Source: an optimization exercise on an open RTL-to-GDS flow (aim: small area). Production flows keep margins and buffers that such runs may drop. The RTL was checked by simulation tests, not by an equivalence proof against the original design. Power and IR drop assume default switching activity. The clock port is modelled as an ideal driver; clocking choices that lean on that would not hold on a real chip.

## binary_erode3x3
module binary_erode3x3 #(
  parameter int DATA_WIDTH = 8,
  parameter int IMG_WIDTH  = 640,
  parameter int IMG_HEIGHT = 480
) (
  input  logic                  clk_i,
  input  logic                  rst_i,
  input  logic                  pixel_datav_i,
  input  logic                  pixel_sof_i,
  input  logic [DATA_WIDTH-1:0] pixel_data_i,
  output logic                  erode_datav_o,
  output logic                  erode_sof_o,
  output logic [DATA_WIDTH-1:0] erode_data_o,
  output logic                  overrun_o
);
export LEC_CHECK = 0
export CAP_MARGIN = 20
export CORE_MARGIN = 2
export CORE_UTILIZATION = 70
export CTS_BUF_LIST = sky130_fd_sc_hd__clkbuf_16
export CTS_CLUSTER_DIAMETER = 60
export CTS_CLUSTER_SIZE = 40
export SLEW_MARGIN = 20
create_clock -name core_clock -period 10.0 [get_ports {clk_i}]
standard.sh (not shown) runs the stock make flow with config.mk's settings and CLKGATE_MAP_FILE= SYNTH_SCRIPT=/design/flow/synth_recipe.tcl, a recipe that flattens the netlist after the stock synthesis.
==> flow/flow/run.sh <==
#!/bin/bash
# Standard ORFS layout, with the port buffers made from the smallest buffer cell.
set -euo pipefail
export BUFFER_PORTS_ARGS="-buffer_cell sky130_fd_sc_hd__buf_1"
bash standard.sh > standard.log 2>&1
The baseline completed without violations.
Then changed:
==> flow/flow/run.sh (replaced) <==
#!/bin/bash
# Standard ORFS layout, with the port buffers made from the smallest buffer cell and a
# clock tree built without CTS's dummy balancing loads.
set -euo pipefail
export BUFFER_PORTS_ARGS="-buffer_cell sky130_fd_sc_hd__buf_1"
export CTS_ARGS="-sink_clustering_enable -repair_clock_nets -sink_clustering_size 34 -sink_clustering_max_diameter 90 -buf_list sky130_fd_sc_hd__clkbuf_16 -dont_use_dummy_load"
bash standard.sh > standard.log 2>&1
=> The changed run finished with timing, DRC and antenna clean; first-iteration DRC count climbs by 1.6%; power went down by about 10%; area after synthesis is unchanged; worst setup slack loses 0.041 ns; global-route usage decreases by 0.59 points; core utilization shrinks by 2.0 points.
Then changed:
==> flow/flow/run.sh (replaced) <==
#!/bin/bash
# Standard ORFS layout, with the port buffers made from the smallest buffer cell and
# power recovery (downsizing of cells off the critical paths) after global routing.
set -euo pipefail
export BUFFER_PORTS_ARGS="-buffer_cell sky130_fd_sc_hd__buf_1"
export RECOVER_POWER=100
bash standard.sh > standard.log 2>&1
Outcome: With this change the flow completed and failed the layout checks on capacitance limit, slew limit; first-iteration DRC count decreases by a few percent; sequential power stays flat; core utilization rose by 2.0 points; power grows by roughly a tenth; maximum frequency fell by a quarter to a third; sequential share of layout area falls by 2.3 points.

* * *

binary_erode3x3, a different RTL version from the one above (not shown whole).
Size: ~840 flip-flops, about 23 I/O pins.
// binary_erode3x3
module binary_erode3x3 #(
  parameter int DATA_WIDTH = 8,
  parameter int IMG_WIDTH  = 640,
  parameter int IMG_HEIGHT = 480
) (
  input  logic                  clk_i,
  input  logic                  rst_i,
  input  logic                  pixel_datav_i,
  input  logic                  pixel_sof_i,
  input  logic [DATA_WIDTH-1:0] pixel_data_i,
  output logic                  erode_datav_o,
  output logic                  erode_sof_o,
  output logic [DATA_WIDTH-1:0] erode_data_o,
  output logic                  overrun_o
);
  localparam int GRP    = morph_pkg::GRP;
  localparam int GBIT   = morph_pkg::GBIT;
  localparam int CW     = $clog2(IMG_WIDTH);
  localparam int RW     = $clog2(IMG_HEIGHT + 2);
  localparam int NGRP   = IMG_WIDTH / GRP - 1;
  localparam logic [CW-1:0] LAST_COL = CW'(IMG_WIDTH - 1);
  localparam logic [RW-1:0] LAST_ROW = RW'(IMG_HEIGHT - 1);
  localparam logic [RW-1:0] FLUSH_ROW = RW'(IMG_HEIGHT);
  logic            active_reg;
  logic [CW-1:0]   col_reg;
  logic [RW-1:0]   row_reg;
  logic            datav_reg;
  logic            sof_reg;
  logic            data_reg;
  logic            overrun_reg;
  logic            flush;
  logic            beat;
  logic            restart;
  logic [CW-1:0]   col_b;
  logic [RW-1:0]   row_b;
  logic            p_in;
  logic            p1_reg, p2_reg;
  logic            h_cur;
  logic [5:1]      hs_reg;
  logic [4:1]      ws_reg;
  logic [4:1]      rb_reg;
  logic [3:1]      rw_reg;
  logic            e_old;
  logic            w_new;
  logic [GRP-1:0]  enc_b, enc_w;
  logic [GBIT-1:0] enc_c;
  logic [GBIT-1:0] dec_c;
  logic [GRP-1:0]  dec_b, dec_w;
  logic [1:0]      rd_sel;
  logic            grp_shift;
  ...
Settings: LEC_CHECK=0, ABC_AREA=1, CAP_MARGIN=20, CORE_MARGIN=2, CORE_UTILIZATION=70, CTS_BUF_LIST=sky130_fd_sc_hd__clkbuf_16, CTS_CLUSTER_DIAMETER=60, CTS_CLUSTER_SIZE=40, SLEW_MARGIN=20; clock period 10.0 ns.
run.sh (not shown) runs the stock make flow with config.mk's settings and CLKGATE_MAP_FILE= SYNTH_SCRIPT=/design/flow/synth_recipe.tcl, a recipe that flattens the netlist after the stock synthesis.
Stock flow here: none of the scripts above is used.
The starting point finished with timing, DRC and antenna clean.
Then changed:
- ABC_AREA: 1 -> default
- CTS_BUF_LIST: sky130_fd_sc_hd__clkbuf_16 -> sky130_fd_sc_hd__clkbuf_8
- CTS_CLUSTER_DIAMETER: 60 -> 40
- CTS_CLUSTER_SIZE: 40 -> 20
=> Final area rises by 1.2%. Via count is about the same. Wire length barely changes. Clock power rises by 19%. Maximum frequency rises by 7.8%. Hold slack degrades by 0.0080 ns.
Then changed:
- CORE_UTILIZATION: 70 -> 75
- CTS_BUF_LIST: sky130_fd_sc_hd__clkbuf_8 -> sky130_fd_sc_hd__clkbuf_4 sky130_fd_sc_hd__clkbuf_8
- CTS_CLUSTER_DIAMETER: 40 -> 35
- CTS_CLUSTER_SIZE: 20 -> 15
Effect:
- The new run completed without violations
- core utilization went up by 6.8 points
- maximum frequency fell by 4.7%
- non-clock buffer count is lower by 3
- total power climbs by 4.2%
- worst hold slack is about the same
- design area went up by 0.67%
- register-to-register slack is worse by 0.27 ns
- setup slack degrades by 0.25 ns
- die area falls by 6.5%
- first-iteration DRC count goes up by 33%
Then changed:
- CORE_UTILIZATION: 75 -> 40
- CTS_BUF_LIST: sky130_fd_sc_hd__clkbuf_4 sky130_fd_sc_hd__clkbuf_8 -> default
- CTS_CLUSTER_DIAMETER: 35 -> default
- CTS_CLUSTER_SIZE: 15 -> default
What happened: The new run finished clean; core utilization drops by 38 points; setup slack degrades by 0.14 ns; sequential cell count is unchanged; hold slack degrades by 0.0050 ns; wire length drops by about a fifth; first-iteration DRC count drops by about a fifth; sequential power is about the same; total power climbs by roughly a tenth.
Then changed:
- CORE_UTILIZATION: 40 -> 70
- CTS_BUF_LIST: default -> sky130_fd_sc_hd__clkbuf_16
- CTS_CLUSTER_DIAMETER: default -> 60
- CTS_CLUSTER_SIZE: default -> 40
After rerunning:
- The new run finished with timing, DRC and antenna clean
- total power went down by 17%
- cell area fell by 6.1%
- core utilization goes up by 30 points
- wire length shrinks by 9.8%
- critical path depth stays the same
- sequential share of layout area went up by 5.4 points
- first-iteration DRC count shrinks by 22%
- via count came out lower by 5.3%
- non-clock buffer count increases by 2

* * *

run A:
RTL: one of the versions met above, not the one the previous note started from.
Size: about 1000 cells after synthesis, about 840 flip-flops, ~23 I/O pins, about 26000 um^2 of cells after synthesis.
clock: 10.0 ns
lec_check: 0
cap_margin: 20
core_margin: 2
core_utilization: 70
cts_buf_list: sky130_fd_sc_hd__clkbuf_16
cts_cluster_diameter: 60
cts_cluster_size: 40
slew_margin: 20
Setup changes, run A to run B
==> flow/flow/run.sh (new file) <==
#!/bin/bash
# Standard ORFS layout, with the port buffers made from the smallest buffer cell and a
# clock tree built without CTS's dummy balancing loads.
set -euo pipefail
export BUFFER_PORTS_ARGS="-buffer_cell sky130_fd_sc_hd__buf_1"
export CTS_ARGS="-sink_clustering_enable -repair_clock_nets -sink_clustering_size 40 -sink_clustering_max_diameter 75 -buf_list sky130_fd_sc_hd__clkbuf_16 -dont_use_dummy_load"
bash standard.sh > standard.log 2>&1
==> flow/standard.sh (new file) <==
#!/bin/bash
# synth_recipe.tcl (not shown) runs the flow's synth.tcl, then flattens the netlist and writes it again
# the make line also repeats each setting of config.mk as NAME=value (left out here)
make -C /OpenROAD-flow-scripts/flow DESIGN_CONFIG=/design/flow/config.mk WORK_HOME=/design/flow/orfs CLKGATE_MAP_FILE= SYNTH_SCRIPT=/design/flow/synth_recipe.tcl "${@:-finish}"
diff --git a/flow/config.mk b/flow/config.mk
--- a/flow/config.mk
+++ b/flow/config.mk
@@ -9,3 +9,3 @@
 export CORE_MARGIN = 2
-export CORE_UTILIZATION = 70
+export CORE_UTILIZATION = 78
 export CTS_BUF_LIST = sky130_fd_sc_hd__clkbuf_16
removed: flow/run.sh
Run A closes out successfully: all stages finished, all timing, DRC and antenna checks passed.
Run B did not finish: a tool error stopped it during 4_1_cts.
From run A to run B, share of cell area taken by muxes after synthesis did not move at all.
Reported for run A and run B, cell area after synthesis turned out identical to the last digit.
Run B against run A: number of levels the H-tree was split into has remained practically unchanged; simple logic cell fraction of the synthesized area stayed essentially flat.
[inputs] run C vs run B
diff --git a/flow/config.mk b/flow/config.mk
--- a/flow/config.mk
+++ b/flow/config.mk
@@ -9,3 +9,3 @@
 export CORE_MARGIN = 2
-export CORE_UTILIZATION = 78
+export CORE_UTILIZATION = 70
 export CTS_BUF_LIST = sky130_fd_sc_hd__clkbuf_16
## What came out
Run C: done, clean on timing, DRC and antenna. Between run B and run C, the difference in deepest clock path buffer count is negligible. Taking run B as the reference point, the worst setup slack before clock tree synthesis of run C falls by 330 ps. Sort run B and run C by HPWL after detailed placement desc -> top: run B. Max total instance count after detailed placement across run B and run C: run C. Comparing run B against run C, there is no change at all in parity-gate share of the synthesized area counting xor and xnor cells.
Input changes introduced in run D (baseline for comparison: run C):
==> flow/flow/run.sh <==
#!/bin/bash
# Standard ORFS layout, with the port buffers made from the smallest buffer cell and a
# clock tree built without CTS's dummy balancing loads.
set -euo pipefail
export BUFFER_PORTS_ARGS="-buffer_cell sky130_fd_sc_hd__buf_1"
export CTS_ARGS="-sink_clustering_enable -repair_clock_nets -sink_clustering_size 40 -sink_clustering_max_diameter 60 -buf_list sky130_fd_sc_hd__clkbuf_16 -dont_use_dummy_load"
bash standard.sh > standard.log 2>&1
diff --git a/flow/config.mk b/flow/config.mk
--- a/flow/config.mk
+++ b/flow/config.mk
@@ -9,3 +9,3 @@
 export CORE_MARGIN = 2
-export CORE_UTILIZATION = 70
+export CORE_UTILIZATION = 85
 export CTS_BUF_LIST = sky130_fd_sc_hd__clkbuf_16
==> results.txt <==
- Run C ended with every stage complete and zero timing, DRC or antenna violations.
- Run D did not make it past 3_5_place_dp, where a tool error ended it.
- Run D against run C: x dimension of the die fell by about 9%, synthesized-area fraction occupied by and/or/nand/nor cells stayed essentially flat, synthesized cell count stayed essentially flat.
Changes in run E relative to run D:
==> flow/flow/run.sh <==
#!/bin/bash
# Standard ORFS layout, with the port buffers made from the smallest buffer cell and a
# clock tree built without CTS's dummy balancing loads.
set -euo pipefail
export BUFFER_PORTS_ARGS="-buffer_cell sky130_fd_sc_hd__buf_1"
export CTS_ARGS="-sink_clustering_enable -repair_clock_nets -sink_clustering_size 50 -sink_clustering_max_diameter 60 -buf_list sky130_fd_sc_hd__clkbuf_16 -dont_use_dummy_load"
bash standard.sh > standard.log 2>&1
diff --git a/flow/config.mk b/flow/config.mk
--- a/flow/config.mk
+++ b/flow/config.mk
@@ -9,3 +9,3 @@
 export CORE_MARGIN = 2
-export CORE_UTILIZATION = 85
+export CORE_UTILIZATION = 70
 export CTS_BUF_LIST = sky130_fd_sc_hd__clkbuf_16
### Flow results
Run D: aborted in 3_5_place_dp (tool error). Run E reached the final stage; the timing, DRC and antenna checks on its layout passed. Run E vs run D — last weighted congestion value of the routability-driven placer rose 0.55%. The lower standard-cell row count came out of run D. Run E against run D: die span in x moved up, fraction of the mapped netlist area in simple logic gates level.

* * *

The RTL this note starts from:
==> flow/design.v <==
package morph_pkg;
  localparam int WIN = 3;
  localparam int GRP  = 4;
  localparam int GBIT = 5;
endpackage
module bin_line_buffer #(
  parameter int DEPTH = 159,
  parameter int WIDTH = 5
) (
  input  logic             clk_i,
  input  logic             shift_en_i,
  input  logic [WIDTH-1:0] word_i,
  output logic [WIDTH-1:0] word_o
);
  logic [DEPTH*WIDTH-1:0] sr_reg;
  always_ff @(posedge clk_i) begin
    if (shift_en_i) begin
      sr_reg <= {sr_reg[(DEPTH-1)*WIDTH-1:0], word_i};
    end
  end
  assign word_o = sr_reg[DEPTH*WIDTH-1 -: WIDTH];
endmodule
module binary_erode3x3 #(
  parameter int DATA_WIDTH = 8,
  parameter int IMG_WIDTH  = 640,
  parameter int IMG_HEIGHT = 480
) (
  input  logic                  clk_i,
  input  logic                  rst_i,
  input  logic                  pixel_datav_i,
  input  logic                  pixel_sof_i,
  input  logic [DATA_WIDTH-1:0] pixel_data_i,
  output logic                  erode_datav_o,
  output logic                  erode_sof_o,
  output logic [DATA_WIDTH-1:0] erode_data_o,
  output logic                  overrun_o
);
  localparam int GRP    = morph_pkg::GRP;
  localparam int GBIT   = morph_pkg::GBIT;
  localparam int NGRP   = IMG_WIDTH / GRP - 1;
  localparam logic [7:0] GRP_LAST  = 8'd45;    
  localparam logic [8:0] ROW_ONE   = 9'd1;     
  localparam logic [8:0] ROW_FLUSH = 9'd36;    
  localparam logic [8:0] ROW_END   = 9'd73;    
  logic            active_reg;
  logic [1:0]      ph_reg;
  logic [7:0]      grp_reg;
  logic [8:0]      row_reg;
  logic            datav_reg;
  logic            sof_reg;
  logic            data_reg;
  logic            overrun_reg;
  logic            flush;
  logic            beat;
  logic            restart;
  logic [1:0]      ph_b;
  logic            grp0;
  logic            col_last;
  logic            row0;
  logic            row1;
  logic            row_end;
  logic            p_in;
  logic            p1_reg, p2_reg;
  logic            h_cur;
  logic [5:1]      hs_reg;
  logic [4:1]      ws_reg;
  logic [4:1]      rb_reg;
  logic [3:1]      rw_reg;
  logic            e_old;
  logic            w_new;
  logic [GRP-1:0]  enc_b, enc_w;
  logic [GBIT-1:0] enc_c;
  logic [GBIT-1:0] dec_c;
  logic [GRP-1:0]  dec_b, dec_w;
  logic [1:0]      rd_sel;
  logic            grp_shift;
  assign row_end = (row_reg == ROW_END);
  assign flush   = active_reg && (row_end || row_reg == ROW_FLUSH);
  assign restart = pixel_datav_i && pixel_sof_i && !flush;
  assign beat    = flush || (pixel_datav_i && (pixel_sof_i || active_reg));
  assign ph_b    = restart ? '0 : ph_reg;
  assign grp0     = restart || (grp_reg == '0);
  assign col_last = (ph_b == 2'd3) && (grp_reg == GRP_LAST);
  assign row0     = restart || (row_reg == '0);
  assign row1     = !restart && (row_reg == ROW_ONE);
  assign p_in  = |pixel_data_i;
  assign h_cur = p2_reg && p1_reg && p_in && !(grp0 && !ph_b[1]);
  assign e_old = rb_reg[4] && rb_reg[3] && rb_reg[2];
  assign w_new = e_old && h_cur && !row0;
  assign enc_b[0] = hs_reg[5] | hs_reg[4] | hs_reg[3];
  assign enc_b[1] = hs_reg[4] | hs_reg[3] | hs_reg[2];
  assign enc_b[2] = hs_reg[3] | hs_reg[2] | hs_reg[1];
  assign enc_b[3] = hs_reg[2] | hs_reg[1] | h_cur;
  assign enc_w    = {ws_reg[1], ws_reg[2], ws_reg[3], ws_reg[4]};
  assign grp_shift = beat && (ph_b == 2'd1);
  always_comb begin
    if (&enc_b) begin
      enc_c = {1'b1, enc_w[3], enc_w[2], enc_w[1], enc_w[0]};
    end else if (!enc_b[1] && !enc_b[2]) begin
      enc_c = {1'b1, enc_b[0] | enc_b[3], !enc_b[0], enc_b[0], !enc_b[0] | enc_b[3]};
    end else if (enc_b[0] && enc_b[1]) begin
      enc_c = {2'b00, enc_b[2], enc_w[1] | enc_b[3], enc_w[0]};
    end else begin
      enc_c = {2'b01, enc_b[1], enc_w[2] | enc_b[0], enc_w[3]};
    end
  end
  bin_line_buffer #(
    .DEPTH(NGRP),
    .WIDTH(GBIT)
  ) u_store (
    .clk_i     (clk_i),
    .shift_en_i(grp_shift),
    .word_i    (enc_c),
    .word_o    (dec_c)
  );
  always_comb begin
    dec_b = '0;
    dec_w = '0;
    if (dec_c[4]) begin
      if ((dec_c[0] && !dec_c[1] && dec_c[2]) || (dec_c[1] && !dec_c[2] && dec_c[3])) begin
        dec_b = {dec_c[3] & dec_c[0], 2'b00, dec_c[1]};
      end else begin
        dec_b = 4'b1111;
        dec_w = dec_c[3:0];
      end
    end else if (!dec_c[3]) begin
      dec_b = {dec_c[1] & !dec_c[2], dec_c[2], 2'b11};
      dec_w = {2'b00, dec_c[2] & dec_c[1], dec_c[0]};
    end else begin
      dec_b = {2'b11, dec_c[2], dec_c[1] & !dec_c[2]};
      dec_w = {dec_c[0], dec_c[2] & dec_c[1], 2'b00};
    end
  end
  assign rd_sel = ph_b + 2'd2;
  always_ff @(posedge clk_i) begin
    if (beat) begin
      p1_reg <= p_in;
      p2_reg <= p1_reg;
      hs_reg <= {hs_reg[4:1], h_cur};
      ws_reg <= {ws_reg[3:1], w_new};
      rb_reg <= {rb_reg[3:1], dec_b[rd_sel]};
      rw_reg <= {rw_reg[2:1], dec_w[rd_sel]};
    end
  end
  always_ff @(posedge clk_i) begin
    if (rst_i) begin
      active_reg  <= 1'b0;
      datav_reg   <= 1'b0;
      sof_reg     <= 1'b0;
      data_reg    <= 1'b0;
      overrun_reg <= 1'b0;
    end else begin
      datav_reg <= beat && !row0 && !(row1 && grp0 && ph_b == 2'd0);
      sof_reg   <= beat && row1 && grp0 && (ph_b == 2'd1);
      data_reg  <= beat && !row0 && !row1 && !flush && h_cur && rw_reg[3];
      if (flush && pixel_datav_i) begin
        overrun_reg <= 1'b1;
      end
      if (restart) begin
        active_reg <= 1'b1;
      end else if (flush && row_end) begin
        active_reg <= 1'b0;
      end
    end
  end
  always_ff @(posedge clk_i) begin
    if (beat) begin
      ph_reg <= ph_b + 1'b1;
    end
    if (beat && (restart || ph_reg == 2'd3)) begin
      if (restart || grp_reg == GRP_LAST) begin
        grp_reg <= '0;
      end else begin
        grp_reg <= {grp_reg[6:0], !(grp_reg[7] ^ grp_reg[5] ^ grp_reg[4] ^ grp_reg[3])};
      end
    end
    if (beat && (restart || col_last)) begin
      if (restart) begin
        row_reg <= '0;
      end else begin
        row_reg <= {row_reg[7:0], !(row_reg[8] ^ row_reg[4])};
      end
    end
  end
  assign erode_datav_o = datav_reg;
  assign erode_sof_o   = sof_reg;
  assign erode_data_o  = {DATA_WIDTH{data_reg}};
  assign overrun_o     = overrun_reg;
endmodule
Settings: LEC_CHECK=0, CAP_MARGIN=20, CORE_MARGIN=2, CORE_UTILIZATION=74, CTS_BUF_LIST=sky130_fd_sc_hd__clkbuf_16, CTS_CLUSTER_DIAMETER=60, CTS_CLUSTER_SIZE=40, SLEW_MARGIN=20; clock period 10.0 ns.
standard.sh (not shown) runs the stock make flow with config.mk's settings and CLKGATE_MAP_FILE= SYNTH_SCRIPT=/design/flow/synth_recipe.tcl, a recipe that flattens the netlist after the stock synthesis.
==> flow/flow/run.sh <==
#!/bin/bash
# Standard ORFS layout, with the port buffers made from the smallest buffer cell and a
# clock tree built without CTS's dummy balancing loads.
set -euo pipefail
export BUFFER_PORTS_ARGS="-buffer_cell sky130_fd_sc_hd__buf_1"
export CTS_ARGS="-sink_clustering_enable -repair_clock_nets -sink_clustering_size 18 -sink_clustering_max_diameter 50 -buf_list sky130_fd_sc_hd__clkbuf_8 -dont_use_dummy_load"
bash standard.sh > standard.log 2>&1
The first run went through all stages and came out clean.
Rerun with:
==> flow/flow/run.sh (replaced) <==
#!/bin/bash
# Standard ORFS layout, with the port buffers made from the smallest buffer cell and a
# clock tree built without CTS's dummy balancing loads.
set -euo pipefail
export BUFFER_PORTS_ARGS="-buffer_cell sky130_fd_sc_hd__buf_1"
export CTS_ARGS="-sink_clustering_enable -repair_clock_nets -sink_clustering_size 30 -sink_clustering_max_diameter 60 -buf_list sky130_fd_sc_hd__clkbuf_16 -dont_use_dummy_load"
bash standard.sh > standard.log 2>&1
CORE_UTILIZATION = 70   (was 74)
Outcome:
- final area is higher by about 0.9%
- via count is lower by about 2.4%
- maximum frequency is lower by about 2.5%
- worst setup slack gets worse by 0.14 ns
- flip-flop and latch count does not change
- combinational power is higher by about 2%
- worst hold slack hardly moves
- critical path depth is higher by 1
- synthesized area does not change
- total power is higher by 3.8%
Rerun with:
==> flow/flow/run.sh (replaced) <==
#!/bin/bash
# Standard ORFS layout, with the port buffers made from the smallest buffer cell and a
# clock tree built without CTS's dummy balancing loads.
set -euo pipefail
export BUFFER_PORTS_ARGS="-buffer_cell sky130_fd_sc_hd__buf_1"
export CTS_ARGS="-sink_clustering_enable -repair_clock_nets -sink_clustering_size 20 -sink_clustering_max_diameter 60 -buf_list sky130_fd_sc_hd__clkbuf_8 -dont_use_dummy_load"
bash standard.sh > standard.log 2>&1
Outcome:
- non-clock buffer count stays the same
- clock-buffer cell count goes up by 10
- core utilization goes down by 0.79 points
- design area goes down by 1.0%
- sequential power hardly moves
- combinational power hardly moves
- power goes down by 4.8%
- via count goes up by 1.6%
- maximum frequency goes up by 2.1%
- critical path depth is unchanged

## what the ideal ports hide
No port has a modelled driver above. Below, the same layouts with a new extraction and two added sets of constraints.
Step 1, drivers: a clkbuf_16 drives clk_i and a buf_2 each remaining input, both assumed.
Step 2 also shifts input and output timing later by t, the mid clock arrival at the registers, as if the neighbouring blocks saw the same clock.
Slacks: ideal ports / drivers / drivers and shift; pairs: ideal ports / drivers.
| run | t, ns | setup WS [ns] | hold slack, ns |
|---|---|---|---|
| the first run of note 1 | 0.631 | 5.151 / 5.179 / 4.548 | 0.405 / 0.405 / 0.405 |
| the second run of note 1 | 0.645 | 5.111 / 5.144 / 4.500 | 0.419 / 0.419 / 0.419 |
| the third run of note 1 | 0.631 | 3.108 / 3.108 / 3.108 | 0.405 / 0.405 / 0.405 |
| the first run of note 2 | 0.621 | 4.552 / 4.576 / 3.955 | 0.416 / 0.416 / 0.416 |
| the second run of note 2 | 0.681 | 4.948 / 4.968 / 4.286 | 0.408 / 0.408 / 0.408 |
| the third run of note 2 | 0.714 | 4.699 / 4.722 / 4.008 | 0.405 / 0.405 / 0.405 |
| the fourth run of note 2 | 0.667 | 4.558 / 4.591 / 3.923 | 0.400 / 0.400 / 0.400 |
| the fifth run of note 2 | 0.643 | 4.924 / 4.950 / 4.307 | 0.411 / 0.411 / 0.411 |
| run A | 0.629 | 5.185 / 5.211 / 4.581 | 0.405 / 0.405 / 0.405 |
| run C | 0.599 | 5.138 / 5.169 / 4.571 | 0.384 / 0.384 / 0.384 |
| run E | 0.608 | 5.129 / 5.160 / 4.552 | 0.373 / 0.373 / 0.373 |
| the first run of note 4 | 0.675 | 4.641 / 4.655 / 3.980 | 0.389 / 0.389 / 0.389 |
| the second run of note 4 | 0.614 | 4.502 / 4.532 / 3.918 | 0.390 / 0.390 / 0.390 |
| the third run of note 4 | 0.685 | 4.615 / 4.641 / 3.956 | 0.402 / 0.402 / 0.402 |
The setup slack of the third run of note 2, which loses most, moves by +0.023 ns with the drivers and by -0.691 ns with both steps.
